Background: an optimization exercise with open tools, aiming at small area and a short achievable clock period. Do not read the settings as production practice. Only simulation tests tie the RTL to the original design; equivalence was not proved. No activity file was given, so power comes from the tool's default toggle rates.

## design.v

```verilog
package exec_pkg;
    localparam int IMM_W       = 16;
    localparam int LINK_OFFSET = 8;
    localparam int SLOT_OFFSET = 4;
    typedef logic [31:0] word_t;
    typedef logic [4:0]  reg_idx_t;
    typedef enum logic [3:0] {
        ADD,
        ADDU,
        SUB,
        SUBU,
        AND,
        OR,
        XOR,
        NOR,
        SLT,
        SLTU,
        SLL,
        SRL,
        SRA,
        LUI
    } alu_op_e;
    typedef enum logic [2:0] {
        BEQ,
        BNE,
        BGEZ,
        BGTZ,
        BLEZ,
        BLTZ
    } branch_e;
    typedef enum logic [1:0] {
        MSIZE1,
        MSIZE2,
        MSIZE4
    } msize_e;
    typedef enum logic [1:0] {
        CM_NONE,
        CM_MOVZ,
        CM_MOVN
    } cmove_e;
    typedef struct packed {
        alu_op_e alu_op;
        logic    imm_src;
        logic    zero_ext;
        logic    shamt_valid;
        logic    memtoreg;
        logic    memwrite;
        msize_e  msize;
        logic    regwrite;
        logic    tne;
        cmove_e  cmove;
        logic    is_link;
        logic    branch;
        branch_e branch_type;
        logic    jump;
        logic    jr;
    } ctl_t;
    typedef struct packed {
        logic overflow;
        logic adel;
        logic ades;
        logic trap;
    } exc_t;
    typedef struct packed {
        logic  bypass;
        word_t data;
    } bypass_t;
    typedef struct packed {
        logic             valid;
        word_t            pc;
        word_t            raw_instr;
        word_t            rd1;
        word_t            rd2;
        logic [IMM_W-1:0] imm;
        reg_idx_t         rdst;
        ctl_t             ctl;
        logic             pre_taken;
        word_t            pre_pc;
        logic             in_exc;
    } issue_t;
    typedef struct packed {
        logic     valid;
        word_t    pc;
        word_t    alu_out;
        word_t    srca;
        word_t    srcb;
        reg_idx_t rdst;
        logic     regwrite;
        logic     memtoreg;
        logic     memwrite;
        msize_e   msize;
        exc_t     exc;
    } result_t;
    function automatic word_t ext_imm(logic [IMM_W-1:0] imm, logic zero_ext);
        if (zero_ext) begin
            ext_imm = {{(32-IMM_W){1'b0}}, imm};
        end else begin
            ext_imm = {{(32-IMM_W){imm[IMM_W-1]}}, imm};
        end
    endfunction
    function automatic logic misaligned(msize_e size, logic [1:0] addr_lo);
        misaligned = ((size == exec_pkg::MSIZE2) && addr_lo[0]) || ((size == exec_pkg::MSIZE4) && (addr_lo != 2'b00));
    endfunction
endpackage
`timescale 1ns/1ps
module exec_alu (
    input  exec_pkg::word_t   a_i,
    input  exec_pkg::word_t   b_i,
    input  exec_pkg::alu_op_e op_i,
    output logic              arith_sel_o,
    output exec_pkg::word_t   arith_o,
    output exec_pkg::word_t   other_o,
    output logic [1:0]        y_lo_o,
    output logic              overflow_o
);
    logic        sub;
    logic        is_addsub;
    logic        is_cmp;
    logic [31:0] bx;
    logic [33:0] sum_c;
    logic [32:0] sum;
    logic        slt;
    logic        sltu;
    logic        cmp;
    logic [4:0]  shamt;
    logic        is_sll;
    logic        fill;
    logic [31:0] sh_in;
    logic [31:0] sh0, sh1, sh2, sh3, sh4;
    logic [31:0] sh_rev;
    assign is_addsub = (op_i[3:2] == 2'b00);
    assign is_cmp    = (op_i[3:1] == 3'b100);
    assign sub = (op_i[3:1] == 3'b001) || is_cmp;
    assign bx  = b_i ^ {32{sub}};
    assign sum_c = {1'b0, a_i, 1'b1} + {1'b0, bx, sub};
    assign sum   = sum_c[33:1];
    assign overflow_o = is_addsub && !op_i[0] &&
                        (a_i[31] == bx[31]) && (sum[31] != a_i[31]);
    assign slt  = (a_i[31] ^ b_i[31]) ? a_i[31] : sum[31];
    assign sltu = !sum[32];
    assign cmp  = op_i[0] ? sltu : slt;
    assign arith_sel_o = is_addsub || is_cmp;
    assign arith_o     = is_cmp ? {31'b0, cmp} : sum[31:0];
    assign shamt  = a_i[4:0];
    assign is_sll = (op_i == exec_pkg::SLL);
    assign fill   = (op_i == exec_pkg::SRA) && b_i[31];
    always_comb begin
        for (int i = 0; i < 32; i++) begin
            sh_in[i] = is_sll ? b_i[31-i] : b_i[i];
        end
        sh0 = shamt[0] ? {{1{fill}},  sh_in[31:1]}  : sh_in;
        sh1 = shamt[1] ? {{2{fill}},  sh0[31:2]}    : sh0;
        sh2 = shamt[2] ? {{4{fill}},  sh1[31:4]}    : sh1;
        sh3 = shamt[3] ? {{8{fill}},  sh2[31:8]}    : sh2;
        sh4 = shamt[4] ? {{16{fill}}, sh3[31:16]}   : sh3;
        for (int i = 0; i < 32; i++) begin
            sh_rev[i] = sh4[31-i];
        end
    end
    always_comb begin
        case (op_i)
            exec_pkg::AND:  other_o = a_i & b_i;
            exec_pkg::OR:   other_o = a_i | b_i;
            exec_pkg::XOR:  other_o = a_i ^ b_i;
            exec_pkg::NOR:  other_o = ~(a_i | b_i);
            exec_pkg::SLL:  other_o = sh_rev;
            exec_pkg::SRL,
            exec_pkg::SRA:  other_o = sh4;
            exec_pkg::LUI:  other_o = {b_i[15:0], 16'b0};
            default:        other_o = '0;
        endcase
    end
    assign y_lo_o = arith_sel_o ? arith_o[1:0] : other_o[1:0];
endmodule
`timescale 1ns/1ps
module branch_resolve (
    input  exec_pkg::issue_t  issue_i,
    input  exec_pkg::bypass_t bypass_a_i,
    input  exec_pkg::word_t   rs_i,
    input  logic              rs_eq_rt_i,
    input  exec_pkg::word_t   pc8_i,
    output logic              cond_o,
    output logic              redirect_o,
    output exec_pkg::word_t   target_o
);
    exec_pkg::ctl_t  ctl;
    logic        rs_zero;
    logic        rs_neg;
    logic        tk_eq;
    logic        tk_ne;
    logic        taken;
    logic [29:0] br_word;
    logic [31:0] br_target;
    logic [3:0]  slot_hi;
    logic [31:0] j_target;
    logic [31:0] jmp_target;
    logic        is_jmp;
    logic        pre_taken;
    logic        eq_pc8;
    logic        eq_rs;
    logic        eq_j;
    logic        eq_jmp;
    exec_pkg::word_t tgt_taken;
    exec_pkg::word_t tgt_not;
    logic        red_taken;
    logic        red_not;
    assign ctl       = issue_i.ctl;
    assign pre_taken = issue_i.pre_taken;
    assign is_jmp    = ctl.jump || ctl.jr;
    assign rs_zero = bypass_a_i.bypass ? (bypass_a_i.data == '0) : (issue_i.rd1 == '0);
    assign rs_neg  = rs_i[31];
    function automatic logic br_taken(logic [2:0] bt, logic eq, logic neg, logic zero);
        case (bt)
            3'd0:    br_taken = eq;
            3'd1:    br_taken = !eq;
            3'd2:    br_taken = !neg;
            3'd3:    br_taken = !neg && !zero;
            3'd4:    br_taken = neg || zero;
            3'd5:    br_taken = neg;
            default: br_taken = 1'b0;
        endcase
    endfunction
    assign tk_eq = br_taken(ctl.branch_type, 1'b1, rs_neg, rs_zero);
    assign tk_ne = br_taken(ctl.branch_type, 1'b0, rs_neg, rs_zero);
    assign taken = rs_eq_rt_i ? tk_eq : tk_ne;
    assign cond_o = ctl.branch && taken;
    assign br_word   = issue_i.pc[31:2] + {{14{issue_i.raw_instr[15]}}, issue_i.raw_instr[15:0]} + 30'd1;
    assign br_target = {br_word, issue_i.pc[1:0]};
    assign slot_hi   = issue_i.pc[31:28] + {3'b000, &issue_i.pc[27:2]};
    assign j_target  = {slot_hi, issue_i.raw_instr[25:0], 2'b00};
    always_comb begin
        if (ctl.jr) begin
            jmp_target = rs_i;
        end else if (ctl.jump) begin
            jmp_target = j_target;
        end else begin
            jmp_target = '0;
        end
    end
    assign tgt_taken = (ctl.branch && !pre_taken) ? br_target : jmp_target;
    assign tgt_not   = (ctl.branch && pre_taken)  ? pc8_i     : jmp_target;
    assign target_o  = taken ? tgt_taken : tgt_not;
    logic [28:0] inc_x, inc_y, inc_d;
    logic [28:0] inc_ok;
    assign inc_x = issue_i.pc[31:3];
    assign inc_y = issue_i.pre_pc[31:3];
    assign inc_d = inc_x ^ inc_y;
    assign inc_ok[0] = inc_d[0];
    for (genvar i = 1; i < 29; i++) begin : g_inc
        assign inc_ok[i] = inc_d[i] == (inc_x[i-1] && !inc_y[i-1]);
    end
    assign eq_pc8 = (&inc_ok) && (issue_i.pre_pc[2:0] == issue_i.pc[2:0]);
    assign eq_rs  = (issue_i.pre_pc == rs_i);
    logic       slot_carry;
    logic [3:0] pc_hi_inc;
    assign slot_carry = &issue_i.pc[27:2];
    assign pc_hi_inc  = issue_i.pc[31:28] + 4'd1;
    assign eq_j = (issue_i.pre_pc[27:0] == {issue_i.raw_instr[25:0], 2'b00}) &&
                  (slot_carry ? (issue_i.pre_pc[31:28] == pc_hi_inc)
                              : (issue_i.pre_pc[31:28] == issue_i.pc[31:28]));
    assign eq_jmp = ctl.jr ? eq_rs : eq_j;
    assign red_taken = issue_i.valid &&
                       ((ctl.branch && !pre_taken) ||
                        (is_jmp && !(pre_taken && eq_jmp)));
    assign red_not   = issue_i.valid &&
                       ((ctl.branch && pre_taken) ||
                        (is_jmp && !(pre_taken && (ctl.branch ? eq_pc8 : eq_jmp))));
    assign redirect_o = taken ? red_taken : red_not;
endmodule
`timescale 1ns/1ps
module exec_lane (
    input  exec_pkg::issue_t  issue_i,
    input  exec_pkg::bypass_t bypass_a_i,
    input  exec_pkg::bypass_t bypass_b_i,
    output exec_pkg::word_t   rs_o,
    output exec_pkg::word_t   rt_o,
    output logic              rs_eq_rt_o,
    output exec_pkg::word_t   pc8_o,
    output logic              arith_sel_o,
    output exec_pkg::word_t   arith_o,
    output exec_pkg::word_t   other_o,
    output logic              regwrite_o,
    output logic              addr_bad_o,
    output logic              overflow_o,
    output logic              trap_o
);
    exec_pkg::ctl_t  ctl;
    exec_pkg::word_t rs;
    exec_pkg::word_t rt;
    exec_pkg::word_t imm_ext;
    exec_pkg::word_t op_a;
    exec_pkg::word_t op_b;
    logic            alu_arith_sel;
    exec_pkg::word_t alu_other;
    logic [1:0]      y_lo;
    logic            rt_zero;
    logic            cm_fail;
    assign ctl = issue_i.ctl;
    assign rs = bypass_a_i.bypass ? bypass_a_i.data : issue_i.rd1;
    assign rt = bypass_b_i.bypass ? bypass_b_i.data : issue_i.rd2;
    assign rs_o = rs;
    assign rt_o = rt;
    assign rs_eq_rt_o = (rs == rt);
    assign rt_zero    = (rt == '0);
    assign imm_ext = exec_pkg::ext_imm(issue_i.imm, ctl.zero_ext);
    assign op_a = ctl.shamt_valid ? {27'b0, issue_i.raw_instr[10:6]} : rs;
    assign op_b = ctl.imm_src ? imm_ext : rt;
    exec_alu i_alu (
        .a_i         (op_a),
        .b_i         (op_b),
        .op_i        (ctl.alu_op),
        .arith_sel_o (alu_arith_sel),
        .arith_o     (arith_o),
        .other_o     (alu_other),
        .y_lo_o      (y_lo),
        .overflow_o  (overflow_o)
    );
    assign pc8_o       = {issue_i.pc[31:3] + 29'd1, issue_i.pc[2:0]};
    assign arith_sel_o = alu_arith_sel && !ctl.is_link;
    assign other_o     = ctl.is_link ? pc8_o : alu_other;
    assign addr_bad_o = exec_pkg::misaligned(ctl.msize, y_lo);
    always_comb begin
        case (ctl.cmove)
            exec_pkg::CM_MOVZ: cm_fail = !rt_zero;
            exec_pkg::CM_MOVN: cm_fail = rt_zero;
            default:           cm_fail = 1'b0;
        endcase
    end
    assign regwrite_o = ctl.regwrite && !cm_fail;
    assign trap_o     = ctl.tne && rs_eq_rt_o;
endmodule
`timescale 1ns/1ps
module exec_stage (
    input  logic            clk,
    input  logic            rst_i,
    input  logic [411:0]    issue_i,
    input  logic [65:0]     bypass_a_i,
    input  logic [65:0]     bypass_b_i,
    output logic [285:0]    result_o,
    output logic            redirect_o,
    output exec_pkg::word_t redirect_pc_o,
    output logic            branch_cond_o
);
    exec_pkg::issue_t  iss0;
    exec_pkg::issue_t  iss1;
    exec_pkg::bypass_t byp_a0;
    exec_pkg::bypass_t byp_a1;
    exec_pkg::bypass_t byp_b0;
    exec_pkg::bypass_t byp_b1;
    exec_pkg::word_t rs0, rt0, pc8_0, arith0, other0;
    exec_pkg::word_t rs1, rt1, pc8_1, arith1, other1;
    logic            asel0, asel1;
    logic            eq0, rw0, bad0, ovf0, trap0;
    logic            eq1, rw1, bad1, ovf1, trap1;
    logic            br_cond;
    logic            br_redirect;
    exec_pkg::word_t br_target;
    assign iss0   = issue_i[205:0];
    assign iss1   = issue_i[411:206];
    assign byp_a0 = bypass_a_i[32:0];
    assign byp_a1 = bypass_a_i[65:33];
    assign byp_b0 = bypass_b_i[32:0];
    assign byp_b1 = bypass_b_i[65:33];
    exec_lane i_lane0 (
        .issue_i    (iss0),
        .bypass_a_i (byp_a0),
        .bypass_b_i (byp_b0),
        .rs_o       (rs0),
        .rt_o       (rt0),
        .rs_eq_rt_o (eq0),
        .pc8_o      (pc8_0),
        .arith_sel_o(asel0),
        .arith_o    (arith0),
        .other_o    (other0),
        .regwrite_o (rw0),
        .addr_bad_o (bad0),
        .overflow_o (ovf0),
        .trap_o     (trap0)
    );
    exec_lane i_lane1 (
        .issue_i    (iss1),
        .bypass_a_i (byp_a1),
        .bypass_b_i (byp_b1),
        .rs_o       (rs1),
        .rt_o       (rt1),
        .rs_eq_rt_o (eq1),
        .pc8_o      (pc8_1),
        .arith_sel_o(asel1),
        .arith_o    (arith1),
        .other_o    (other1),
        .regwrite_o (rw1),
        .addr_bad_o (bad1),
        .overflow_o (ovf1),
        .trap_o     (trap1)
    );
    branch_resolve i_branch (
        .issue_i    (iss1),
        .bypass_a_i (byp_a1),
        .rs_i       (rs1),
        .rs_eq_rt_i (eq1),
        .pc8_i      (pc8_1),
        .cond_o     (br_cond),
        .redirect_o (br_redirect),
        .target_o   (br_target)
    );
    logic            v0_q, v1_q;
    logic            redirect_q, cond_q;
    exec_pkg::word_t pc0_q, arith0_q, other0_q, srca0_q, srcb0_q;
    exec_pkg::word_t pc1_q, arith1_q, other1_q, srca1_q, srcb1_q;
    logic            asel0_q, asel1_q;
    logic [4:0]      rdst0_q, rdst1_q;
    logic [1:0]      msize0_q, msize1_q;
    logic            rw0_q, mtr0_q, mw0_q, bad0_q, ovf0_q, trap0_q;
    logic            rw1_q, mtr1_q, mw1_q, bad1_q, ovf1_q, trap1_q;
    logic            x1_q;
    exec_pkg::word_t target_q;
    always_ff @(posedge clk) begin
        if (rst_i) begin
            v0_q       <= 1'b0;
            v1_q       <= 1'b0;
            redirect_q <= 1'b0;
            cond_q     <= 1'b0;
        end else begin
            v0_q       <= iss0.valid;
            v1_q       <= iss1.valid;
            redirect_q <= br_redirect;
            cond_q     <= br_cond;
        end
    end
    always_ff @(posedge clk) begin
        pc0_q    <= iss0.pc;
        asel0_q  <= asel0;
        arith0_q <= arith0;
        other0_q <= other0;
        srca0_q  <= rs0;
        srcb0_q  <= rt0;
        rdst0_q  <= iss0.rdst;
        msize0_q <= iss0.ctl.msize;
        rw0_q    <= rw0;
        mtr0_q   <= iss0.ctl.memtoreg;
        mw0_q    <= iss0.ctl.memwrite;
        bad0_q   <= bad0;
        ovf0_q   <= ovf0;
        trap0_q  <= trap0;
        pc1_q    <= iss1.pc;
        asel1_q  <= asel1;
        arith1_q <= arith1;
        other1_q <= other1;
        srca1_q  <= rs1;
        srcb1_q  <= rt1;
        rdst1_q  <= iss1.rdst;
        msize1_q <= iss1.ctl.msize;
        rw1_q    <= rw1;
        mtr1_q   <= iss1.ctl.memtoreg;
        mw1_q    <= iss1.ctl.memwrite;
        bad1_q   <= bad1;
        ovf1_q   <= ovf1;
        trap1_q  <= trap1;
        x1_q     <= iss1.in_exc || trap1;
        target_q <= br_target;
    end
    logic l1_exc;
    logic adel0, ades0, adel1, ades1;
    assign adel0  = mtr0_q && bad0_q;
    assign ades0  = mw0_q && bad0_q;
    assign adel1  = mtr1_q && bad1_q;
    assign ades1  = mw1_q && bad1_q;
    assign l1_exc = v1_q && (x1_q || ovf1_q || ((mtr1_q || mw1_q) && bad1_q));
    exec_pkg::result_t out0;
    exec_pkg::result_t out1;
    always_comb begin
        out0.valid        = v0_q && !(v1_q && ovf1_q);
        out0.pc           = pc0_q;
        out0.alu_out      = asel0_q ? arith0_q : other0_q;
        out0.srca         = srca0_q;
        out0.srcb         = srcb0_q;
        out0.rdst         = rdst0_q;
        out0.regwrite     = rw0_q;
        out0.memtoreg     = mtr0_q && !bad0_q && !l1_exc;
        out0.memwrite     = mw0_q && !bad0_q && !l1_exc;
        out0.msize        = exec_pkg::msize_e'(msize0_q);
        out0.exc.overflow = ovf0_q;
        out0.exc.adel     = adel0;
        out0.exc.ades     = ades0;
        out0.exc.trap     = trap0_q;
        out1.valid        = v1_q;
        out1.pc           = pc1_q;
        out1.alu_out      = asel1_q ? arith1_q : other1_q;
        out1.srca         = srca1_q;
        out1.srcb         = srcb1_q;
        out1.rdst         = rdst1_q;
        out1.regwrite     = rw1_q;
        out1.memtoreg     = mtr1_q && !bad1_q;
        out1.memwrite     = mw1_q && !bad1_q;
        out1.msize        = exec_pkg::msize_e'(msize1_q);
        out1.exc.overflow = ovf1_q;
        out1.exc.adel     = adel1;
        out1.exc.ades     = ades1;
        out1.exc.trap     = trap1_q;
    end
    assign result_o      = {out1, out0};
    assign redirect_o    = redirect_q;
    assign redirect_pc_o = target_q;
    assign branch_cond_o = cond_q;
endmodule
```

## flow/run.sh

```bash
#!/bin/bash
# The standard layout, except that the port buffers are plain buf_1
# cells instead of the delay cells buffer_ports picks by default. The
# make output goes to standard.log here; ORFS writes each step's log
# under orfs/logs.
set -euo pipefail
bash standard.sh BUFFER_PORTS_ARGS="-buffer_cell sky130_fd_sc_hd__buf_1" finish > standard.log 2>&1
```

## standard.sh

```bash
#!/bin/bash
# synth_recipe.tcl (not shown) runs the flow's synth.tcl, then flattens the netlist and writes it again
# the make line also repeats each setting of config.mk as NAME=value (left out here)
make -C /OpenROAD-flow-scripts/flow DESIGN_CONFIG=/design/flow/config.mk WORK_HOME=/design/flow/orfs CLKGATE_MAP_FILE= SYNTH_SCRIPT=/design/flow/synth_recipe.tcl "${@:-finish}"
```

## config.mk

```make
export PLATFORM = sky130hd
export DESIGN_NAME = exec_stage
export DESIGN_NICKNAME = exec_stage
export VERILOG_FILES = /design/flow/design.v
export SDC_FILE = /design/flow/constraint.sdc
export NUM_CORES = 4
export LEC_CHECK = 0
export ABC_AREA = 1
export CAP_MARGIN = 20
export CORE_MARGIN = 2
export CORE_UTILIZATION = 40
export SETUP_SLACK_MARGIN = 2.5
export SLEW_MARGIN = 20
```

## constraint.sdc

```tcl
create_clock -name core_clock -period 6.0 [get_ports {clk}]
set_input_delay 1.2000 -clock core_clock [delete_from_list [all_inputs] [get_ports {clk}]]
set_output_delay 1.2000 -clock core_clock [all_outputs]
set_load 0.01 [all_outputs]
```

==> results of run 1 <==
## worst max-delay path, delay by kind of cell
kind / cells / cell delay [ps]
AOI/OAI and AO/OA: 2 / 810
buffers and inverters: 4 / 890
and+or+nand+nor: 5 / 1080
## cell type report
| type | count | area share [%] |
|---|---|---|
| Antenna cell | 2 | 0.0118 |
| Inverter | 586 | 5.41 |
| Multi-Input combinational cell | 3957 | 57.1 |
| Timing Repair Buffer | 1016 | 12.0 |
| Tap cell | 1070 | 3.16 |
| Timing Repair inverter | 3 | 0.0532 |
| Clock inverter | 23 | 0.754 |
| Sequential cell | 385 | 18.2 |
| Clock buffer | 62 | 3.22 |
## timing repair
action,CTS,global route
buffers inserted,39,67
gates resized for setup,270,258
cloned,8,6
endpoints found under the setup margin,155,143
pin swaps,27,73
## worst paths after layout
kind / start / depth (start not counted) / end
max: issue_i[54] / 11 / other0_q[24]$_DFF_P_
min: issue_i[56] / 1 / rdst0_q[0]$_DFF_P_
## routing by layer
layer / wire (µm) / global-route usage [%] / up-vias
met3: 13300 / 6.64 / 575
met1: 64900 / 44.8 / 18600
met5: 48 / 0 / -
li1: - / - / 19000
met4: 16700 / 32.5 / 8
met2: 80100 / 64.7 / 2103
## sequential cells by signal, summed over array words and instances (netlist names), 5 cells and up
signal	count
target_q	32
pc1_q	32
srcb1_q	32
pc0_q	32
other0_q	32
rdst1_q	5
srcb0_q	32
arith0_q	32
arith1_q	32
other1_q	32
rdst0_q	5
srca1_q	32
srca0_q	32
## metrics by stage
step | std cells | area [µm²] | hold slack (ps)
final | 7104 | 42300 | 679
after global routing | 7103 | 42300 | 660
after CTS | 7029 | 40700 | 652
after detailed placement | 6897 | 37600 | 1290
after global placement | 6897 | 37600 | 1290
after floorplan | 5148 | 33600 | 1230
## cells in the final DEF, fill, tap and decap left out, types with 78 or more instances in the layout
cell	instances
ha_1	218
inv_1	545
nand2_1	1150
a21oi_1	203
buf_4	196
buf_1	771
dfxtp_1	384
nand3_1	640
xor2_1	137
nand2_2	78
nor2_1	298
o21ai_0	241
## cells by family (layout without fill, tap and decap cells)
family | Yosys count | in the layout | share of synthesized area (%)
AO/OA/AOI/OAI | 885 | 886 | 15.8
XOR/XNOR | 203 | 203 | 5.42
adder cells (fa/ha/maj) | 253 | 253 | 9.67
buffers and inverters | 810 | 1690 | 9.71
flip-flops | 385 | 385 | 23.5
multiplexers | 71 | 71 | 2.41
other | 0 | 2 | 0
AND/OR/NAND/NOR | 2541 | 2544 | 33.5
## report_power, final
group,leakage [nW],internal (mW),switching (mW)
registers,3.24,2.89,0.125
clock network,0.819,1.84,1.28
logic,15.4,1.40,2.79
==> run summary, run 1 <==
Hold Path Class: in -> reg
Critical Path Fanout Max: 33
Largest net degree at the start of global routing: 50
Synth cell types: 60
Cells after synthesis: 5,148
Largest cells by area after synthesis: dfxtp_1, nand2_1, nand3_1
Run status: finished clean
Die Height: 290 µm
Routed len/inst: 24.6 µm
CTS H-Tree Depth: 2
Critical Path AT: 4010 ps
Starting DRC count in detailed routing: 3,864
Post-CTS Hold Buffers: 0
Yosys warns: 4
Setup_tns: 0 ps
Clock Path Buffers: 3
Crit-path max cell delay: 710 ps
Synthesized net count: 5,947
Vias in the first global route: 37,700
CTS Buf Count: 47
Vias after detailed routing: 40,200
# clock sinks: 385
Final WL: 175 mm
Async SR Flop Fraction: 0%
Placer Congestion: 1.03
Synth Area per Inst: 6.37 µm²
Pre-antenna DRT Iters: 6
Slew headroom: 32.4%
Post-detail-place hpwl: 140 mm
Power density over cell area: 244 nW/µm²
Core Box Area: 81,600 µm²
Initial core utilization: 40.2%
Cell area after synthesis: 32,800 µm²
P&R area growth vs syn: 29.0%
Fill cells: 8,544
Final Setup Violations: 0
Post-route ant nets: 0
LEAKAGE: 19.5 nW
RSZ-0062 raised after global routing: true
Top FF cell, synth: dfxtp_1
First-pass GRT wire length: 248 mm
Post-synth EDFFs: 0
Count leader, synth: nand2_1
Drt drc: 0
Final Power: 10.3 mW
PortBufs: 792
Die X: 290 µm
Setup WS pre-CTS: 1010 ps
Crit path required time: 6490 ps
Clk root buf: clkbuf_16
Nets: 6,795
FP Rows: 105
Worst setup margin: 2480 ps
Finished Core Util: 51.9%
Clock period minus worst slack: 3520 ps
Actual slew at the worst max-slew pin: 1010 ps
Antenna violations before repair: 7
Clock slew at reported path FFs: 60 ps
# IOs: 866
Register area: 7710 µm²
Crit end category: flip-flop
Die area: 84,300 µm²
Largest area contributor in the netlist: dfxtp_1
Post-synthesis register bit count: 385
Crit Path Category: in -> reg
CTS tree: yes
Cell breakdown of the critical path: clkbuf_2, inv_2, nor2_2, buf_4, nand3_1, buf_4, nor2_1, a211oi_1, o2111ai_2, nand2_1, nand2_1
Layout cells sized above 1: 14.7%
Slowest-stage cell, CP: nand3_1
Most frequent cells after synthesis: nand2_1, nand3_1, inv_1
Vias per Instance: 5.66
Crit start category: input port
Final worst-path cycle share: 58.7%
Slew Limit Fails: 0
Post-synthesis sequential area ratio: 23.5%
Congestion Overflow GR: 0
Post-synth top area share: 23.5%
Area occupied by multi-input gates: 24,200 µm²
Max Fclk: 284 MHz
MaxCap Viol Count: 0
Final Hold Fails: 0
Worst vdd ir: 0.215 mV
Global Route Usage Sum: 39.3%
==> run 2: changes to the inputs <==
--- a/config.mk
+++ b/config.mk
@@ -8,6 +8,6 @@
 export ABC_AREA = 1
 export CAP_MARGIN = 20
 export CORE_MARGIN = 2
-export CORE_UTILIZATION = 40
+export CORE_UTILIZATION = 50
 export SETUP_SLACK_MARGIN = 2.5
 export SLEW_MARGIN = 20
==> run 2 against run 1 <==
Against the previous run: still clean; combinational power up 3%; sequential power about the same; routed wire length down 3.9%; sequential cell count unchanged; setup slack worse by 14 ps; design area up 1.3%; global-route usage up 7.0 points; synthesized cell count unchanged; critical path type unchanged.
==> run summary, run 2 <==
Final worst-path cycle share: 59.0% (was 58.7%)
Starting DRC count in detailed routing: 5,259 (was 3,864)
Adder-cell share of the synthesized area: 9.67% (unchanged)
P&R area growth vs syn: 30.7% (was 29.0%)
Synthesized net count: 5,947 (unchanged)
Critical Path Fanout Max: 28 (was 33)
Post-CTS Hold Buffers: 0 (unchanged)
Fill cells: 6,008 (was 8,544)
Crit end category: flip-flop (unchanged)
RSZ-0062 raised after global routing: true (unchanged)
Most frequent cells after synthesis: nand2_1, nand3_1, inv_1 (unchanged)
Final Hold Fails: 0 (unchanged)
Largest net degree at the start of global routing: 66 (was 50)
Antenna violations before repair: 16 (was 7)
Crit path required time: 6470 ps (was 6490 ps)
Cells after synthesis: 5,148 (unchanged)
LEAKAGE: 19.8 nW (was 19.5 nW)
# clock sinks: 385 (unchanged)
Die area: 67,700 µm² (was 84,300 µm²)
Pre-antenna DRT Iters: 17 (was 6)
Commonest cells after routing, fill and taps aside: nand2_1, buf_1, nand3_1 (unchanged)
Vias per Instance: 6.00 (was 5.66)
Top FF cell, synth: dfxtp_1 (unchanged)
Global Route Usage Sum: 46.3% (was 39.3%)
Post-synth top area share: 23.5% (unchanged)
Initial core utilization: 50.7% (was 40.2%)
Clk root buf: clkbuf_16 (unchanged)
Vias in the first global route: 37,900 (was 37,700)
Placer Congestion: 1.07 (was 1.03)
Crit start category: input port (unchanged)
Cell area after synthesis: 32,800 µm² (unchanged)
Largest area contributor in the netlist: dfxtp_1 (unchanged)
Drt drc: 0 (unchanged)
Die X: 260 µm (was 290 µm)
XOR/XNOR share of the synthesized area: 5.42% (unchanged)
Most common cell after layout, fill and taps aside: nand2_1 (unchanged)
CTS Buf Count: 43 (was 47)
Largest cells by area after synthesis: dfxtp_1, nand2_1, nand3_1 (unchanged)
Post-synthesis simple-gate area fraction: 33.5% (unchanged)
Crit-path max cell delay: 340 ps (was 710 ps)
Post-synthesis register bit count: 385 (unchanged)
Clock period minus worst slack: 3540 ps (was 3520 ps)
Final Setup Violations: 0 (unchanged)
Final WL: 168 mm (was 175 mm)
Actual slew at the worst max-slew pin: 1030 ps (was 1010 ps)
Die Height: 260 µm (was 290 µm)
Area occupied by multi-input gates: 24,600 µm² (was 24,200 µm²)
Clock slew at reported path FFs: 60 ps (about the same)
Vias after detailed routing: 41,600 (was 40,200)
Core Box Area: 64,700 µm² (was 81,600 µm²)
Post-route ant nets: 0 (unchanged)
FP Rows: 93 (was 105)
Post-synthesis sequential area ratio: 23.5% (unchanged)
Routed len/inst: 24.3 µm (was 24.6 µm)
Crit Path Category: in -> reg (unchanged)
Inst Count DP: 6,657 (was 6,897)
Yosys warns: 4 (unchanged)
Nets: 6,830 (was 6,795)
PortBufs: 792 (unchanged)
Count leader, synth: nand2_1 (unchanged)
Cell breakdown of the critical path: buf_8, inv_6, or2_2, o21a_2, clkinvlp_4, buf_4, nand3_1, nand4_1, o21ai_0, a21oi_2, nand2_2, buf_4, o21ai_1 (was clkbuf_2, inv_2, nor2_2, buf_4, nand3_1, buf_4, nor2_1, a211oi_1, o2111ai_2, nand2_1, nand2_1)
Run status: finished clean (unchanged)
Slew headroom: 31.0% (was 32.4%)
Largest family of logic cells by synthesized area: simple AND/OR/NAND/NOR gates (unchanged)
Post-synth EDFFs: 0 (unchanged)
Power density over cell area: 239 nW/µm² (was 244 nW/µm²)
Post-synthesis mux area share: 2.41% (unchanged)
First-pass GRT wire length: 235 mm (was 248 mm)
Register area: 7710 µm² (about the same)
Synth cell types: 60 (unchanged)
MaxCap Viol Count: 0 (unchanged)
Critical Path AT: 4000 ps (was 4010 ps)
Final std cells w/o fill: 6,932 (was 7,104)
Clock Path Buffers: 3 (unchanged)
Async SR Flop Fraction: 0% (unchanged)
Slowest-stage cell, CP: a21oi_2 (was nand3_1)
Max Fclk: 283 MHz (was 284 MHz)
# IOs: 866 (unchanged)
Setup_tns: 0 ps (unchanged)
Congestion Overflow GR: 0 (unchanged)
Synth Area per Inst: 6.37 µm² (unchanged)
Compound-cell area share of the yosys netlist: 15.8% (unchanged)
CTS tree: yes (unchanged)
Post-detail-place hpwl: 131 mm (was 140 mm)
Worst vdd ir: 0.255 mV (was 0.215 mV)
Hold Path Class: in -> reg (unchanged)
Most Frequent Cell on Critical Path: buf_4
Slew Limit Fails: 0 (unchanged)
CTS H-Tree Depth: 2 (unchanged)
Layout cells sized above 1: 16.1% (was 14.7%)
==> run 2: cell count changes in the layout (fill, tap and decap cells not counted), moves of 11 or more <==
cell / before / now
nand2_1: 1150 / 1126
diode_2: 2 / 14
nor2_1: 298 / 283
buf_4: 196 / 213
nand2_4: 40 / 61
nand3_1: 640 / 629
==> run 2: power by group <==
| group | switching [mW] | total [mW] | internal, mW |
|---|---|---|---|
| Sequential | 0.111 | 3.00 | 2.89 |
| Combinational | 2.85 | 4.30 | 1.46 |
| Clock | 1.24 | 2.96 | 1.72 |
==> run 2: critical path, delay by kind of cell <==
| family | cells | cell delay [ps] |
|---|---|---|
| and+or+nand+nor | 4 | 900 |
| AOI/OAI and AO/OA | 4 | 990 |
| buffers and inverters | 5 | 890 |
==> run 2: worst paths after layout <==
path                            from                  end  slack (ps)  cells after the start
worst min-delay path    issue_i[254]       mtr1_q$_DFF_P_         690                      1
worst max-delay path  bypass_a_i[65]  target_q[3]$_DFF_P_        2460                     13
==> run 2: what timing repair did <==
action / in CTS / in global routing
gates cloned: 9 / 10
endpoints found under the hold margin: 0 / 0
pin swaps: 53 / 103
endpoints found under the setup margin: 155 / 120
setup buffers: 53 / 111
gates resized for setup: 341 / 307
==> run 2: logic make-up after synthesis <==
logic type | count (synthesis)
buffers and inverters | 810
AO/OA/AOI/OAI | 885
multiplexers | 71
XOR/XNOR | 203
flip-flops | 385
adder cells (fa/ha/maj) | 253
AND/OR/NAND/NOR | 2541
==> run 2: metrics by stage <==
step	util [%]	hold WS, ps	area, µm²	power [mW]	setup slack [ps]
finish	66.3	692	42900	10.3	2460
global route	66.2	687	42900	10.6	2330
CTS	62.6	681	40500	9.79	2490
detailed placement	57.4	1290	37100	6.65	998
global placement	57.4	1290	37100	6.62	1010
floorplan	-	1230	33600	5.31	2250
==> run 2: area by class of cell <==
type                       instances  area share, %
clock inverter                    26          0.919
clock buffer                      51           2.72
timing repair inverter             5         0.0992
inverter                         586           5.44
timing repair buffer            1052           12.9
antenna                           14         0.0817
sequential                       385           18.0
tap                              855           2.50
multi-input combinational       3958           57.4
==> run 2: layer usage <==
layer  GRT usage, %  up-vias  part of all wire [%]
met5              0        -                 0.032
met4           42.2        8                    11
met3           10.9      831                    10
met2           72.6     2815                    44
met1           52.2    18900                    35
li1               -    19000                     -
==> run 3: changes to the inputs <==
--- a/config.mk
+++ b/config.mk
@@ -8,6 +8,6 @@
 export ABC_AREA = 1
 export CAP_MARGIN = 20
 export CORE_MARGIN = 2
-export CORE_UTILIZATION = 50
-export SETUP_SLACK_MARGIN = 2.5
+export CORE_UTILIZATION = 40
+export SETUP_SLACK_MARGIN = 2.75
 export SLEW_MARGIN = 20
==> run 3 against run 2 <==
Against the previous run: still clean; synthesized area unchanged; synthesized cell count unchanged; fmax up 3.4%; power up 5.1%; clock-buffer cell count up 4; core utilization down 9.8 points; clock power up 2%; die area up 25%; critical path type unchanged; highest routed layer unchanged.
==> run summary, run 3 <==
Worst Hold Launch: issue_i[57] (was issue_i[254])
Post-synthesis mux area share: 2.41% (unchanged)
Yosys warns: 4 (unchanged)
Post-synthesis sequential area ratio: 23.5% (unchanged)
Cell area after synthesis: 32,800 µm² (unchanged)
Inst Count DP: 6,881 (was 6,657)
Worst vdd ir: 0.204 mV (was 0.255 mV)
Crit end category: flip-flop (unchanged)
Congestion Overflow GR: 0 (unchanged)
Clk root buf: clkbuf_16 (unchanged)
Pint: 6.36 mW (was 6.07 mW)
LEAKAGE: 20.9 nW (was 19.8 nW)
Global Route Usage Sum: 39.5% (was 46.3%)
Initial core utilization: 40.2% (was 50.7%)
Vias after detailed routing: 41,200 (was 41,600)
Top FF cell, synth: dfxtp_1 (unchanged)
Commonest cells after routing, fill and taps aside: nand2_1, buf_1, nand3_1 (unchanged)
CTS Buf Count: 46 (was 43)
Crit Path Category: in -> reg (unchanged)
Vias per Instance: 5.68 (was 6.00)
Power density over cell area: 234 nW/µm² (was 239 nW/µm²)
Post-CTS Hold Buffers: 0 (unchanged)
Final WL: 180 mm (was 168 mm)
Die area: 84,300 µm² (was 67,700 µm²)
Clock Path Buffers: 3 (unchanged)
Largest family of logic cells by synthesized area: simple AND/OR/NAND/NOR gates (unchanged)
Largest cells by area after synthesis: dfxtp_1, nand2_1, nand3_1 (unchanged)
Post-route ant nets: 0 (unchanged)
Worst Setup SP: issue_i[395] (was bypass_a_i[65])
Switching Share: 41.0% (was 40.9%)
Comb power frac: 44.1% (was 41.9%)
Nets: 6,941 (was 6,830)
FP Rows: 105 (was 93)
Crit start category: input port (unchanged)
Layout cells sized above 1: 21.3% (was 16.1%)
# IOs: 866 (unchanged)
Final std cells w/o fill: 7,250 (was 6,932)
Placer Congestion: 1.03 (was 1.07)
Crit path required time: 6520 ps (was 6470 ps)
Starting DRC count in detailed routing: 3,594 (was 5,259)
Async SR Flop Fraction: 0% (unchanged)
Final Setup Violations: 0 (unchanged)
CTS H-Tree Depth: 2 (unchanged)
Actual slew at the worst max-slew pin: 1130 ps (was 1030 ps)
Final Hold Fails: 0 (unchanged)
Max Fclk: 292 MHz (was 283 MHz)
Run status: finished clean (unchanged)
Most common cell after layout, fill and taps aside: nand2_1 (unchanged)
Cells after synthesis: 5,148 (unchanged)
Vias in the first global route: 37,900 (about the same)
CTS tree: yes (unchanged)
Die Height: 290 µm (was 260 µm)
Synth Area per Inst: 6.37 µm² (unchanged)
Critical Path AT: 3940 ps (was 4000 ps)
MaxCap Viol Count: 0 (unchanged)
Antenna violations before repair: 5 (was 16)
Flop pwr share: 27.9% (was 29.2%)
Drt drc: 0 (unchanged)
Pre-antenna DRT Iters: 6 (was 17)
Post-synthesis register bit count: 385 (unchanged)
First-pass GRT wire length: 249 mm (was 235 mm)
Slew Limit Fails: 0 (unchanged)
Post-synth top area share: 23.5% (unchanged)
Largest net degree at the start of global routing: 50 (was 66)
P&R area growth vs syn: 40.4% (was 30.7%)
Compound-cell area share of the yosys netlist: 15.8% (unchanged)
Critical Path Fanout Max: 6 (was 28)
Count leader, synth: nand2_1 (unchanged)
Final worst-path cycle share: 57.0% (was 59.0%)
Adder-cell share of the synthesized area: 9.67% (unchanged)
Synth cell types: 60 (unchanged)
# clock sinks: 385 (unchanged)
NetSw: 4.43 mW (was 4.20 mW)
Synthesized net count: 5,947 (unchanged)
Largest area contributor in the netlist: dfxtp_1 (unchanged)
XOR/XNOR share of the synthesized area: 5.42% (unchanged)
Slew headroom: 24.4% (was 31.0%)
Clock period minus worst slack: 3420 ps (was 3540 ps)
Core Box Area: 81,600 µm² (was 64,700 µm²)
Post-synthesis simple-gate area fraction: 33.5% (unchanged)
Die X: 290 µm (was 260 µm)
Hold Path Class: in -> reg (unchanged)
Routed len/inst: 24.8 µm (was 24.3 µm)
Clock power share: 28.0% (was 28.9%)
Finished Core Util: 56.5% (was 66.3%)
Most frequent cells after synthesis: nand2_1, nand3_1, inv_1 (unchanged)
Setup_tns: 0 ps (unchanged)
PortBufs: 792 (unchanged)
Post-synth EDFFs: 0 (unchanged)
Clock slew at reported path FFs: 60 ps (about the same)
RSZ-0062 raised after global routing: true (unchanged)
Post-detail-place hpwl: 137 mm (was 131 mm)
## run 3: cell counts after synthesis
No cell type changed its count.
## run 3: metrics by stage
stage | instance area (µm²) | power, mW | hold WS (ps) | setup slack, ps
6_report | 46100 | 10.8 | 671 | 2580
3_5_place_dp | 37700 | 6.76 | 1290 | 997
5_1_grt | 46100 | 11.2 | 651 | 2490
3_3_place_gp | 37700 | 6.75 | 1290 | 1020
4_1_cts | 42400 | 10.2 | 646 | 2630
2_1_floorplan | 33900 | 5.35 | 1230 | 2250
## run 3: final cells by class
| class | instances | area [µm²] |
|---|---|---|
| well taps | 1070 | 1340 |
| multi-input cells | 3958 | 26200 |
| repair inverters | 4 | 33.8 |
| clock inverters | 28 | 367 |
| fillers | 8070 | 35500 |
| flip-flops and latches | 385 | 7710 |
| clock buffers | 55 | 1240 |
| diodes | 3 | 7.51 |
| repair buffers | 1161 | 6810 |
| inverters | 586 | 2390 |
## run 3: power by group through the flow
stage / registers (mW) / clock network, mW / logic [mW]
floorplan: 3.07 / 0 / 2.28
global placement: 3.05 / 0 / 3.70
detailed placement: 3.06 / 0 / 3.70
CTS: 3.01 / 3.06 / 4.10
global route: 3.03 / 3.16 / 5.05
finish: 3.01 / 3.02 / 4.75
## run 3: critical path: stages
cell     delay (ps)
buf_1           510
nand2_1         330
nor2_1          170
nand4_1         130
nor2_2          150
nand4_1         170
nor2_1          170
ha_2            230
inv_2            50
o21ai_2         130
nand2_1          80
o22ai_2         190
nand2_1          70
o21ai_1          80
nor2_1           70
a31oi_2         210
## run 3: logic make-up after synthesis
logic type      Yosys count
compound gates          885
buf+inv                 810
simple gates           2541
fa+ha+maj               253
mux                      71
flops                   385
xor+xnor                203
## run 3: worst paths after layout
check | end | slack (ps) | cells past startpoint
max | target_q[31]$_DFF_P_ | 2580 | 16
min | rdst0_q[1]$_DFF_P_ | 670 | 1
## run 3: metal layers
metal	share of wire [%]	vias up	global-route usage, %
li1	-	19200	-
met1	36	19100	44.4
met2	46	2208	65.6
met3	7.8	654	6.82
met4	10	2	32.4
met5	0.0056	-	0
## run 3: what timing repair did
item / CTS / global route
endpoints found under the hold margin: 0 / 0
cloned: 18 / 14
gates resized for setup: 502 / 554
buffers inserted: 114 / 137
endpoints found under the setup margin: 196 / 133
pin swaps: 99 / 198
==> run 4: changes to the inputs <==
--- a/config.mk
+++ b/config.mk
@@ -9,5 +9,5 @@
 export CAP_MARGIN = 20
 export CORE_MARGIN = 2
 export CORE_UTILIZATION = 40
-export SETUP_SLACK_MARGIN = 2.75
+export SETUP_SLACK_MARGIN = 2.25
 export SLEW_MARGIN = 20
==> run 4 against run 3 <==
Against the previous run: still clean; worst hold slack improved by 9.0 ps; sequential cell count did not move; sequential power is essentially flat; via count fell by 4.1%; fmax decreased by 10%; largest cell class unchanged; largest power group unchanged; highest routed layer is now met4.
==> run summary, run 4 <==
Vias per Instance: 5.60 (was 5.68)
MaxCap Viol Count: 0 (unchanged)
Compound-cell area share of the yosys netlist: 15.8% (unchanged)
Final Power: 9.79 mW (was 10.8 mW)
Worst vdd ir: 0.179 mV (was 0.204 mV)
Largest net degree at the start of global routing: 66 (was 50)
Crit path required time: 6500 ps (was 6520 ps)
CTS Buf Count: 46 (unchanged)
Crit Path Category: in -> reg (unchanged)
Synthesized net count: 5,947 (unchanged)
Die Height: 290 µm (unchanged)
Hold Path Class: in -> reg (unchanged)
Top FF cell, synth: dfxtp_1 (unchanged)
Power density over cell area: 242 nW/µm² (was 234 nW/µm²)
Global Route Usage Sum: 38.8% (was 39.5%)
Die area: 84,300 µm² (unchanged)
Core Box Area: 81,600 µm² (unchanged)
Slew Limit Fails: 0 (unchanged)
Final Cell Area: 40,400 µm² (was 46,100 µm²)
Nets: 6,743 (was 6,941)
Post-synthesis register bit count: 385 (unchanged)
Setup_tns: 0 ps (unchanged)
Initial core utilization: 40.2% (unchanged)
Vias in the first global route: 37,100 (was 37,900)
Clk root buf: clkbuf_16 (unchanged)
Placed instance area: 37,200 µm² (was 37,700 µm²)
Post-synth EDFFs: 0 (unchanged)
Final Hold Fails: 0 (unchanged)
Final Setup Violations: 0 (unchanged)
P&R area growth vs syn: 23.2% (was 40.4%)
Die X: 290 µm (unchanged)
Async SR Flop Fraction: 0% (unchanged)
Congestion Overflow GR: 0 (unchanged)
Post-detail-place hpwl: 138 mm (was 137 mm)
Finished Core Util: 49.5% (was 56.5%)
Final WL: 172 mm (was 180 mm)
Final worst-path cycle share: 63.3% (was 57.0%)
Yosys warns: 4 (unchanged)
Count leader, synth: nand2_1 (unchanged)
Layout cells sized above 1: 10.9% (was 21.3%)
Vias after detailed routing: 39,500 (was 41,200)
Run status: finished clean (unchanged)
Crit path max-delay family: compound AO/OA/AOI/OAI gates (was simple AND/OR/NAND/NOR gates)
Slowest-stage cell, CP: o21ai_2 (was buf_1)
Pre-antenna DRT Iters: 7 (was 6)
Actual slew at the worst max-slew pin: 1070 ps (was 1130 ps)
# clock sinks: 385 (unchanged)
FP Rows: 105 (unchanged)
Routed len/inst: 24.3 µm (was 24.8 µm)
# IOs: 866 (unchanged)
Slew headroom: 28.3% (was 24.4%)
Adder-cell share of the synthesized area: 9.67% (unchanged)
Starting DRC count in detailed routing: 3,867 (was 3,594)
LEAKAGE: 18.9 nW (was 20.9 nW)
Most Frequent Cell on Critical Path: o21ai_2
Synth Area per Inst: 6.37 µm² (unchanged)
Post-synth top area share: 23.5% (unchanged)
Buf+Inv Stages, Crit Path: 4 (was 2)
Critical Path AT: 4300 ps (was 3940 ps)
Crit end category: flip-flop (unchanged)
Crit start category: input port (unchanged)
Placer Congestion: 1.05 (was 1.03)
Clock Path Buffers: 3 (unchanged)
Post-synthesis simple-gate area fraction: 33.5% (unchanged)
Post-synthesis sequential area ratio: 23.5% (unchanged)
Cell area after synthesis: 32,800 µm² (unchanged)
Clock period minus worst slack: 3800 ps (was 3420 ps)
CTS H-Tree Depth: 2 (unchanged)
Most frequent cells after synthesis: nand2_1, nand3_1, inv_1 (unchanged)
First-pass GRT wire length: 245 mm (was 249 mm)
Crit-path max cell delay: 520 ps (was 510 ps)
Largest family of logic cells by synthesized area: simple AND/OR/NAND/NOR gates (unchanged)
Inst Count DP: 6,894 (was 6,881)
XOR/XNOR share of the synthesized area: 5.42% (unchanged)
Post-synthesis mux area share: 2.41% (unchanged)
Most common cell after layout, fill and taps aside: nand2_1 (unchanged)
Post-route ant nets: 0 (unchanged)
Cells after synthesis: 5,148 (unchanged)
RSZ-0062 raised after global routing: true (unchanged)
Largest area contributor in the netlist: dfxtp_1 (unchanged)
Fill cells: 8,696 (was 8,070)
Clock slew at reported path FFs: 60 ps (about the same)
Largest cells by area after synthesis: dfxtp_1, nand2_1, nand3_1 (unchanged)
Final std cells w/o fill: 7,057 (was 7,250)
Commonest cells after routing, fill and taps aside: nand2_1, buf_1, nand3_1 (unchanged)
Critical Path Fanout Max: 38 (was 6)
PortBufs: 792 (unchanged)
Drt drc: 0 (unchanged)
Synth cell types: 60 (unchanged)
Cell breakdown of the critical path: clkbuf_2, buf_12, o21ai_2, inv_1, nand3_1, nand4_1, nor2_1, nand2_1, nor2_4, o31ai_1, o21ai_2, nand2_2, inv_2, o21ai_0, o21ai_2 (was buf_1, nand2_1, nor2_1, nand4_1, nor2_2, nand4_1, nor2_1, ha_2, inv_2, o21ai_2, nand2_1, o22ai_2, nand2_1, o21ai_1, nor2_1, a31oi_2)
CTS tree: yes (unchanged)
Antenna violations before repair: 6 (was 5)
Max Fclk: 263 MHz (was 292 MHz)
==> run 4: final timing paths <==
kind / slack (ps) / cells past startpoint / start / end
max: 2200 / 15 / bypass_a_i[65] / target_q[27]$_DFF_P_
min: 680 / 1 / issue_i[264] / rdst1_q[2]$_DFF_P_
==> run 4: final cells by class <==
class | instances | area (µm²) | share of cell area [%]
Clock buffer | 62 | 1300 | 3.22
Timing Repair Buffer | 966 | 4560 | 11.3
Multi-Input combinational cell | 3956 | 23000 | 56.8
Inverter | 586 | 2270 | 5.61
Timing Repair inverter | 3 | 23.8 | 0.0588
Tap cell | 1070 | 1340 | 3.31
Antenna cell | 6 | 15.0 | 0.0371
Clock inverter | 23 | 236 | 0.585
Sequential cell | 385 | 7710 | 19.1
==> run 4: cell families (layout without fill, tap and decap cells) <==
| kind of cell | after synthesis | count (layout) |
|---|---|---|
| and+or+nand+nor | 2541 | 2543 |
| AOI/OAI and AO/OA | 885 | 886 |
| buffers and inverters | 810 | 1640 |
| DFF | 385 | 385 |
| adders and majority gates | 253 | 253 |
| xor gates and xnor gates | 203 | 203 |
| muxes | 71 | 71 |
| other | 0 | 6 |
==> run 4: routing by layer <==
layer | GRT usage, % | up-vias | wire length [µm]
met1 | 45.0 | 18200 | 64400
met2 | 64.5 | 2019 | 79500
met5 | 0 | - | 0
met4 | 29.9 | 0 | 15400
met3 | 5.69 | 490 | 12400
li1 | - | 18800 | -
==> run 4: where the power goes <==
group	internal [mW]	total (mW)	leakage, nW	switching, mW
Sequential	2.89	3.00	3.24	0.113
Clock	1.60	2.87	0.740	1.28
Combinational	1.24	3.92	14.9	2.68
==> run 4: timing repair <==
item / in CTS / in global routing
pin swaps: 3 / 28
hold buffers: 0 / 0
resized for setup: 91 / 228
gates cloned: 4 / 5
setup buffers: 15 / 48
endpoints found under the setup margin: 144 / 116
==> run 4: through the flow <==
stage               hold WS (ps)  worst slack, ps
floorplan                   1230             2250
global placement            1290              973
detailed placement          1290              958
CTS                          646             2150
global route                 652             2120
finish                       680             2200
==> run 5: changes to the inputs <==
--- a/config.mk
+++ b/config.mk
@@ -6,8 +6,8 @@
 export NUM_CORES = 4
 export LEC_CHECK = 0
 export ABC_AREA = 1
-export CAP_MARGIN = 20
+export CAP_MARGIN = 80
 export CORE_MARGIN = 2
 export CORE_UTILIZATION = 40
-export SETUP_SLACK_MARGIN = 2.25
-export SLEW_MARGIN = 20
+export SETUP_SLACK_MARGIN = 2.5
+export SLEW_MARGIN = 80
==> run 5 against run 4 <==
Against the previous run: sequential power about the same; setup slack improved by 340 ps; global-route usage is 0.46 points higher; design area grew 12%; die area stayed put; sequential share of layout area down 2.0 points; clock power grew 3%; routed wire length rose by 2.1%.
==> run summary, run 5 <==
MaxCap Viol Count: 0 (unchanged)
Final worst-path cycle share: 57.7% (was 63.3%)
Clock Path Buffers: 3 (unchanged)
Die area: 84,300 µm² (unchanged)
Hold endpoint: rdst1_q[4]$_DFF_P_ (was rdst1_q[2]$_DFF_P_)
Crit end category: flip-flop (unchanged)
Largest net degree at the start of global routing: 50 (was 66)
Post-synthesis register bit count: 385 (unchanged)
LEAKAGE: 20.6 nW (was 18.9 nW)
Antenna violations before repair: 6 (unchanged)
Vias per Instance: 5.64 (was 5.60)
Worst vdd ir: 0.209 mV (was 0.179 mV)
Final Hold Fails: 0 (unchanged)
Hold Path Stages: 1 (unchanged)
Async SR Flop Fraction: 0% (unchanged)
Vias in the first global route: 38,100 (was 37,100)
P&R area growth vs syn: 37.8% (was 23.2%)
Setup_tns: 0 ps (unchanged)
PortBufs: 792 (unchanged)
Crit path required time: 6560 ps (was 6500 ps)
Pre-antenna DRT Iters: 9 (was 7)
Largest area contributor in the netlist: dfxtp_1 (unchanged)
Slew headroom: 75.5% (was 28.3%)
Crit start category: input port (unchanged)
Post-route ant nets: 0 (unchanged)
Initial core utilization: 40.2% (unchanged)
Clock slew at reported path FFs: 60 ps (about the same)
Top FF cell, synth: dfxtp_1 (unchanged)
Layout cells sized above 1: 20.8% (was 10.9%)
Nets: 6,910 (was 6,743)
Drt drc: 0 (unchanged)
Commonest cells after routing, fill and taps aside: nand2_1, buf_1, nand3_1 (unchanged)
Post-synth top area share: 23.5% (unchanged)
Global Route Usage Sum: 39.2% (was 38.8%)
Die X: 290 µm (unchanged)
Most frequent cells after synthesis: nand2_1, nand3_1, inv_1 (unchanged)
Final Setup Violations: 0 (unchanged)
Vias after detailed routing: 40,700 (was 39,500)
Run status: finished clean (unchanged)
Setup WS pre-CTS: 1120 ps (was 958 ps)
Most common cell after layout, fill and taps aside: nand2_1 (unchanged)
Placer Congestion: 1.03 (was 1.05)
Post-synth EDFFs: 0 (unchanged)
Post-synthesis sequential area ratio: 23.5% (unchanged)
Core Box Area: 81,600 µm² (unchanged)
Critical Path Fanout Max: 16 (was 38)
Final WL: 175 mm (was 172 mm)
Critical Path AT: 4020 ps (was 4300 ps)
Yosys warns: 4 (unchanged)
Synth cell types: 60 (unchanged)
Hold Path Class: in -> reg (unchanged)
# clock sinks: 385 (unchanged)
Worst Hold Launch: issue_i[266] (was issue_i[264])
Cells after synthesis: 5,148 (unchanged)
Die Height: 290 µm (unchanged)
Worst setup margin: 2540 ps (was 2200 ps)
First-pass GRT wire length: 249 mm (was 245 mm)
RSZ-0062 raised after global routing: true (unchanged)
Synthesized net count: 5,947 (unchanged)
Slew Limit Fails: 0 (unchanged)
Power density over cell area: 231 nW/µm² (was 242 nW/µm²)
Starting DRC count in detailed routing: 3,844 (was 3,867)
Routed len/inst: 24.3 µm (about the same)
Crit Path Category: in -> reg (unchanged)
CTS H-Tree Depth: 2 (unchanged)
Max Fclk: 289 MHz (was 263 MHz)
CTS Buf Count: 47 (was 46)
Count leader, synth: nand2_1 (unchanged)
Cell area after synthesis: 32,800 µm² (unchanged)
Clk root buf: clkbuf_16 (unchanged)
Clock period minus worst slack: 3460 ps (was 3800 ps)
FP Rows: 105 (unchanged)
CTS tree: yes (unchanged)
Congestion Overflow GR: 0 (unchanged)
Actual slew at the worst max-slew pin: 364 ps (was 1070 ps)
Post-detail-place hpwl: 142 mm (was 138 mm)
Synth Area per Inst: 6.37 µm² (unchanged)
# IOs: 866 (unchanged)
Largest cells by area after synthesis: dfxtp_1, nand2_1, nand3_1 (unchanged)
[run 5: cell types whose count changed in the layout (fill, tap and decap cells not counted), sizes merged, moves of 2 or more]
cell,delta
diode,-2
clkinvlp,-2
clkdlybuf4s50,+14
clkinv,+3
buf,+141
clkbuf,+13
clkdlybuf4s25,+2
[run 5: area by class of cell]
cell class / instances / area [µm²]
repair buffers: 1137 / 6290
repair inverters: 1 / 11.3
well taps: 1070 / 1340
fillers: 8199 / 36400
diodes: 4 / 10.0
clock inverters: 25 / 243
clock buffers: 63 / 1380
inverters: 586 / 2350
flip-flops and latches: 385 / 7720
multi-input cells: 3953 / 25900
[run 5: where the power goes]
part,switching [mW],leakage (nW),total [mW],internal [mW]
logic,2.93,16.6,4.49,1.56
clock network,1.28,0.795,2.96,1.68
registers,0.123,3.24,3.01,2.89
total,4.33,20.6,10.5,6.13
[run 5: per-stage QoR]
stage / cells / hold slack, ps / total power [mW] / instance area, µm² / utilization (%)
6_report: 7224 / 686 / 10.5 / 45200 / 55.4
3_3_place_gp: 6897 / 1290 / 6.73 / 37600 / 46.1
2_1_floorplan: 5148 / 1230 / 5.31 / 33600 / -
3_5_place_dp: 6993 / 1290 / 7.00 / 40300 / 49.3
4_1_cts: 7133 / 651 / 10.1 / 42900 / 52.6
5_1_grt: 7223 / 662 / 10.9 / 45200 / 55.4
[run 5: routing by layer]
metal  share of wire, %  vias to the layer above  wire (µm)  track usage [%]
met3                7.5                      548      13100             5.99
met2                 46                     2122      81300             65.6
met4                9.2                        4      16100             30.3
li1                   -                    19200          -                -
met5              0.013                        -         23                0
met1                 37                    18900      64800             45.1
[run 5: cells by family after synthesis]
group	synth area share, %
xor+xnor	5.42
flops	23.5
fa+ha+maj	9.67
simple gates	33.5
compound gates	15.8
mux	2.41
buf+inv	9.71
[run 5: worst max path at each step]
stage                         startpoint                 endpoint  slack [ps]  depth (start not counted)
after detailed placement  bypass_a_i[32]     other0_q[23]$_DFF_P_        1120                         16
after floorplan              issue_i[53]  arith0_q[30]$_SDFF_PP0_        2250                         24
after global placement    bypass_a_i[65]    redirect_q$_SDFF_PP0_         990                         18
final                     bypass_a_i[65]           bad1_q$_DFF_P_        2540                         17
after CTS                 bypass_a_i[32]     other0_q[23]$_DFF_P_        2440                         17
after global routing         issue_i[54]           bad0_q$_DFF_P_        2410                         20
[run 5: what timing repair did]
item | CTS | global route
gates cloned | 1 | 5
pin swaps | 43 | 88
endpoints found under the setup margin | 93 | 89
buffers inserted | 51 | 76
gates resized for setup | 151 | 243
hold buffers | 0 | 0
[run 5: worst max-delay path, cell delays in order]
cell,delay (ps)
clkbuf_16,160
buf_6,230
nand2_1,120
nand2_4,190
clkinvlp_4,210
nor2_2,210
ha_1,290
buf_4,160
nand2_1,200
nor3_1,90
nand2_1,120
nor2_1,80
nor4_2,280
a21oi_2,120
nand2_2,120
nand3_2,80
a21oi_2,140
==> run 6: changes to the inputs <==
--- a/config.mk
+++ b/config.mk
@@ -6,8 +6,8 @@
 export NUM_CORES = 4
 export LEC_CHECK = 0
 export ABC_AREA = 1
-export CAP_MARGIN = 80
+export CAP_MARGIN = 35
 export CORE_MARGIN = 2
 export CORE_UTILIZATION = 40
 export SETUP_SLACK_MARGIN = 2.5
-export SLEW_MARGIN = 80
+export SLEW_MARGIN = 35
==> run 6 against run 5 <==
Against the previous run: die area did not move; via count fell by 1.5%; sequential power hardly changed; clock power about the same; combinational power shrank 6.9%; routed wire length shrank 0.31%; synthesized area unchanged; design area down 6.3%; cell count is 1.5% lower; power shrank 2.8%; global-route usage grew 0.17 points; critical path type unchanged.
==> run summary, run 6 <==
Max Fclk: 287 MHz (was 289 MHz)
NetSw: 4.15 mW (was 4.33 mW)
Synth cell types: 60 (unchanged)
Slew headroom: 43.3% (was 75.5%)
Nets: 6,807 (was 6,910)
Die Height: 290 µm (unchanged)
Pint: 6.01 mW (was 6.13 mW)
Yosys warns: 4 (unchanged)
Critical Path AT: 3950 ps (was 4020 ps)
# IOs: 866 (unchanged)
DR top layer: met5 (unchanged)
CTS Buf Count: 46 (was 47)
Vias after detailed routing: 40,100 (was 40,700)
MaxCap Viol Count: 0 (unchanged)
Largest area contributor in the netlist: dfxtp_1 (unchanged)
M1 WL: 64.5 mm (was 64.8 mm)
Final Hold Fails: 0 (unchanged)
Register area: 7710 µm² (was 7720 µm²)
Actual slew at the worst max-slew pin: 849 ps (was 364 ps)
Crit end category: flip-flop (unchanged)
Placed instance area: 37,600 µm² (was 40,300 µm²)
Post-detail-place hpwl: 140 mm (was 142 mm)
Clk root buf: clkbuf_16 (unchanged)
Cells after synthesis: 5,148 (unchanged)
Switching Share: 40.8% (was 41.4%)
Async SR Flop Fraction: 0% (unchanged)
Final Setup Violations: 0 (unchanged)
Hold endpoint: rdst1_q[2]$_DFF_P_ (was rdst1_q[4]$_DFF_P_)
Hold Path Stages: 1 (unchanged)
Synth Area per Inst: 6.37 µm² (unchanged)
Count leader, synth: nand2_1 (unchanged)
Top FF cell, synth: dfxtp_1 (unchanged)
Commonest cells after routing, fill and taps aside: nand2_1, buf_1, nand3_1 (unchanged)
Flop pwr share: 29.6% (was 28.8%)
Final std cells w/o fill: 7,119 (was 7,224)
Post-synth top area share: 23.5% (unchanged)
# clock sinks: 385 (unchanged)
Post-synth EDFFs: 0 (unchanged)
Hold Path Class: in -> reg (unchanged)
Inst Count DP: 6,897 (was 6,993)
Final Power: 10.2 mW (was 10.5 mW)
Layout cells sized above 1: 14.6% (was 20.8%)
Starting DRC count in detailed routing: 3,863 (was 3,844)
Initial core utilization: 40.2% (unchanged)
CTS H-Tree Depth: 2 (unchanged)
Final WL: 175 mm (about the same)
Final Cell Area: 42,300 µm² (was 45,200 µm²)
Post-synthesis sequential area ratio: 23.5% (unchanged)
Critical Path Fanout Max: 28 (was 16)
Cell breakdown of the critical path: buf_8, inv_12, or2_0, o21ai_2, buf_6, buf_12, xor2_1, nand4_1, nor2_1, nand2_1, nor2_4, o31ai_1, o21ai_2, nand2_4, buf_8, a31oi_1 (was clkbuf_16, buf_6, nand2_1, nand2_4, clkinvlp_4, nor2_2, ha_1, buf_4, nand2_1, nor3_1, nand2_1, nor2_1, nor4_2, a21oi_2, nand2_2, nand3_2, a21oi_2)
Worst setup margin: 2510 ps (was 2540 ps)
Cell area after synthesis: 32,800 µm² (unchanged)
Setup WS pre-CTS: 1030 ps (was 1120 ps)
Post-synthesis register bit count: 385 (unchanged)
Drt drc: 0 (unchanged)
Congestion Overflow GR: 0 (unchanged)
Vias in the first global route: 37,700 (was 38,100)
Clock Path Buffers: 3 (unchanged)
Post-CTS Hold Buffers: 0 (unchanged)
Power density over cell area: 240 nW/µm² (was 231 nW/µm²)
Die area: 84,300 µm² (unchanged)
Clock slew at reported path FFs: 60 ps (about the same)
Clock period minus worst slack: 3490 ps (was 3460 ps)
Routed len/inst: 24.5 µm (was 24.3 µm)
Pre-antenna DRT Iters: 7 (was 9)
Die X: 290 µm (unchanged)
Met3 WL: 13.2 mm (was 13.1 mm)
Synthesized net count: 5,947 (unchanged)
Most frequent cells after synthesis: nand2_1, nand3_1, inv_1 (unchanged)
Most common cell after layout, fill and taps aside: nand2_1 (unchanged)
CTS tree: yes (unchanged)
P&R area growth vs syn: 29.1% (was 37.8%)
Placer Congestion: 1.03 (unchanged)
Clock power share: 29.3% (was 28.3%)
Crit start category: input port (unchanged)
Worst vdd ir: 0.207 mV (was 0.209 mV)
LEAKAGE: 19.5 nW (was 20.6 nW)
Worst Hold Launch: issue_i[264] (was issue_i[266])
Largest net degree at the start of global routing: 66 (was 50)
Slowest-stage cell, CP: a31oi_1 (was ha_1)
Crit path max-delay family: simple AND/OR/NAND/NOR gates (unchanged)
Finished Core Util: 51.9% (was 55.4%)
Comb power frac: 41.1% (was 42.9%)
Buf+Inv Stages, Crit Path: 5 (was 4)
Slew Limit Fails: 0 (unchanged)
PortBufs: 792 (unchanged)
Core Box Area: 81,600 µm² (unchanged)
Fill cells: 8,524 (was 8,199)
Crit-path max cell delay: 380 ps (was 290 ps)
Area occupied by multi-input gates: 24,100 µm² (was 25,900 µm²)
FP Rows: 105 (unchanged)
Metal2 WL: 80.5 mm (was 81.3 mm)
Final worst-path cycle share: 58.1% (was 57.7%)
First-pass GRT wire length: 248 mm (was 249 mm)
Largest cells by area after synthesis: dfxtp_1, nand2_1, nand3_1 (unchanged)
Antenna violations before repair: 6 (unchanged)
Post-route ant nets: 0 (unchanged)
RSZ-0062 raised after global routing: true (unchanged)
Vias per Instance: 5.64 (about the same)
Run status: finished clean (unchanged)
Setup_tns: 0 ps (unchanged)
Min Hold Slack: 687 ps (was 686 ps)
Crit Path Category: in -> reg (unchanged)
Crit path required time: 6460 ps (was 6560 ps)
Global Route Usage Sum: 39.4% (was 39.2%)
==> run 6: cells by family after synthesis <==
| family | share of synthesized area (%) |
|---|---|
| simple gates | 33.5 |
| compound gates | 15.8 |
| buf+inv | 9.71 |
| flops | 23.5 |
| fa+ha+maj | 9.67 |
| xor+xnor | 5.42 |
| mux | 2.41 |
==> run 6: power groups by stage <==
stage               clock network (mW)  logic (mW)  registers [mW]
floorplan                            0        2.24            3.07
global placement                     0        3.67            3.06
detailed placement                   0        3.69            3.06
CTS                               3.01        3.86            3.01
global route                      3.12        4.49            3.03
finish                            2.97        4.18            3.01
==> run 6: worst max path at each step <==
stage / from / endpoint / slack (ps) / cells after the start
2_1_floorplan: issue_i[53] / arith0_q[30]$_SDFF_PP0_ / 2250 / 24
3_3_place_gp: bypass_a_i[65] / redirect_q$_SDFF_PP0_ / 990 / 18
3_5_place_dp: bypass_a_i[65] / bad1_q$_DFF_P_ / 1030 / 22
4_1_cts: issue_i[52] / other0_q[20]$_DFF_P_ / 2460 / 16
5_1_grt: issue_i[257] / bad1_q$_DFF_P_ / 2430 / 19
6_report: bypass_a_i[65] / target_q[9]$_DFF_P_ / 2510 / 16
==> run 6: per-layer routing <==
layer	global-route usage, %	up-vias
met5	0	-
met2	65.5	2077
met4	31.6	6
met1	44.6	18500
li1	-	18900
met3	6.88	570
==> run 6: cell type report <==
cell class | instances | area share, %
Antenna cell | 4 | 0.0236
Clock buffer | 66 | 3.13
Clock inverter | 19 | 0.635
Inverter | 586 | 5.43
Multi-Input combinational cell | 3957 | 57.0
Sequential cell | 385 | 18.2
Tap cell | 1070 | 3.16
Timing Repair Buffer | 1029 | 12.4
Timing Repair inverter | 3 | 0.0473
==> run 6: repair_timing <==
| action | CTS | global route |
|---|---|---|
| pin swaps | 25 | 76 |
| setup endpoints to repair | 155 | 136 |
| gates cloned | 9 | 6 |
| gates resized for setup | 259 | 264 |
| setup buffers | 51 | 65 |

-- port drivers added, routing unchanged --
How much do the figures lean on ideal ports? The routed layouts below were timed once more, with nothing changed but the port constraints. Step 1 (the two cells are an assumption about what drives the block):
set clk [get_ports {clk}]
set_driving_cell -lib_cell sky130_fd_sc_hd__clkbuf_16 $clk
set_driving_cell -lib_cell sky130_fd_sc_hd__buf_2 [delete_from_list [all_inputs] $clk]
Step 2 adds t to the input delays and takes it off the output delays; t is the mean of the earliest and latest rising clock arrival at the registers after step 1. Input paths then give back, and output paths get back, about the clock's delay inside the block. Slacks: ideal / step 1 / step 2; pairs: ideal / step 1.
| run | t (ns) | setup slack, ns | hold slack, ns | clock arrival spread, ns | worst register clock-pin slew, ns |
|---|---|---|---|---|---|
| run 1 | 0.683 | 2.476 / 2.486 / 1.803 | 0.679 / 0.633 / 1.316 | 0.037 / 0.037 | 0.07 / 0.07 |
| run 2 | 0.675 | 2.463 / 2.481 / 1.806 | 0.692 / 0.645 / 1.319 | 0.024 / 0.025 | 0.08 / 0.08 |
| run 3 | 0.679 | 2.580 / 2.584 / 1.905 | 0.671 / 0.624 / 1.303 | 0.028 / 0.028 | 0.07 / 0.07 |
| run 4 | 0.677 | 2.200 / 2.247 / 1.570 | 0.680 / 0.634 / 1.311 | 0.028 / 0.029 | 0.07 / 0.07 |
| run 5 | 0.686 | 2.539 / 2.555 / 1.868 | 0.686 / 0.637 / 1.324 | 0.039 / 0.039 | 0.07 / 0.07 |
| run 6 | 0.678 | 2.514 / 2.537 / 1.858 | 0.687 / 0.638 / 1.316 | 0.033 / 0.033 | 0.07 / 0.07 |
After both steps every run listed still meets setup and hold. The setup slack of run 3, which loses most, moves by +0.004 ns with the drivers and by -0.675 ns with both steps.
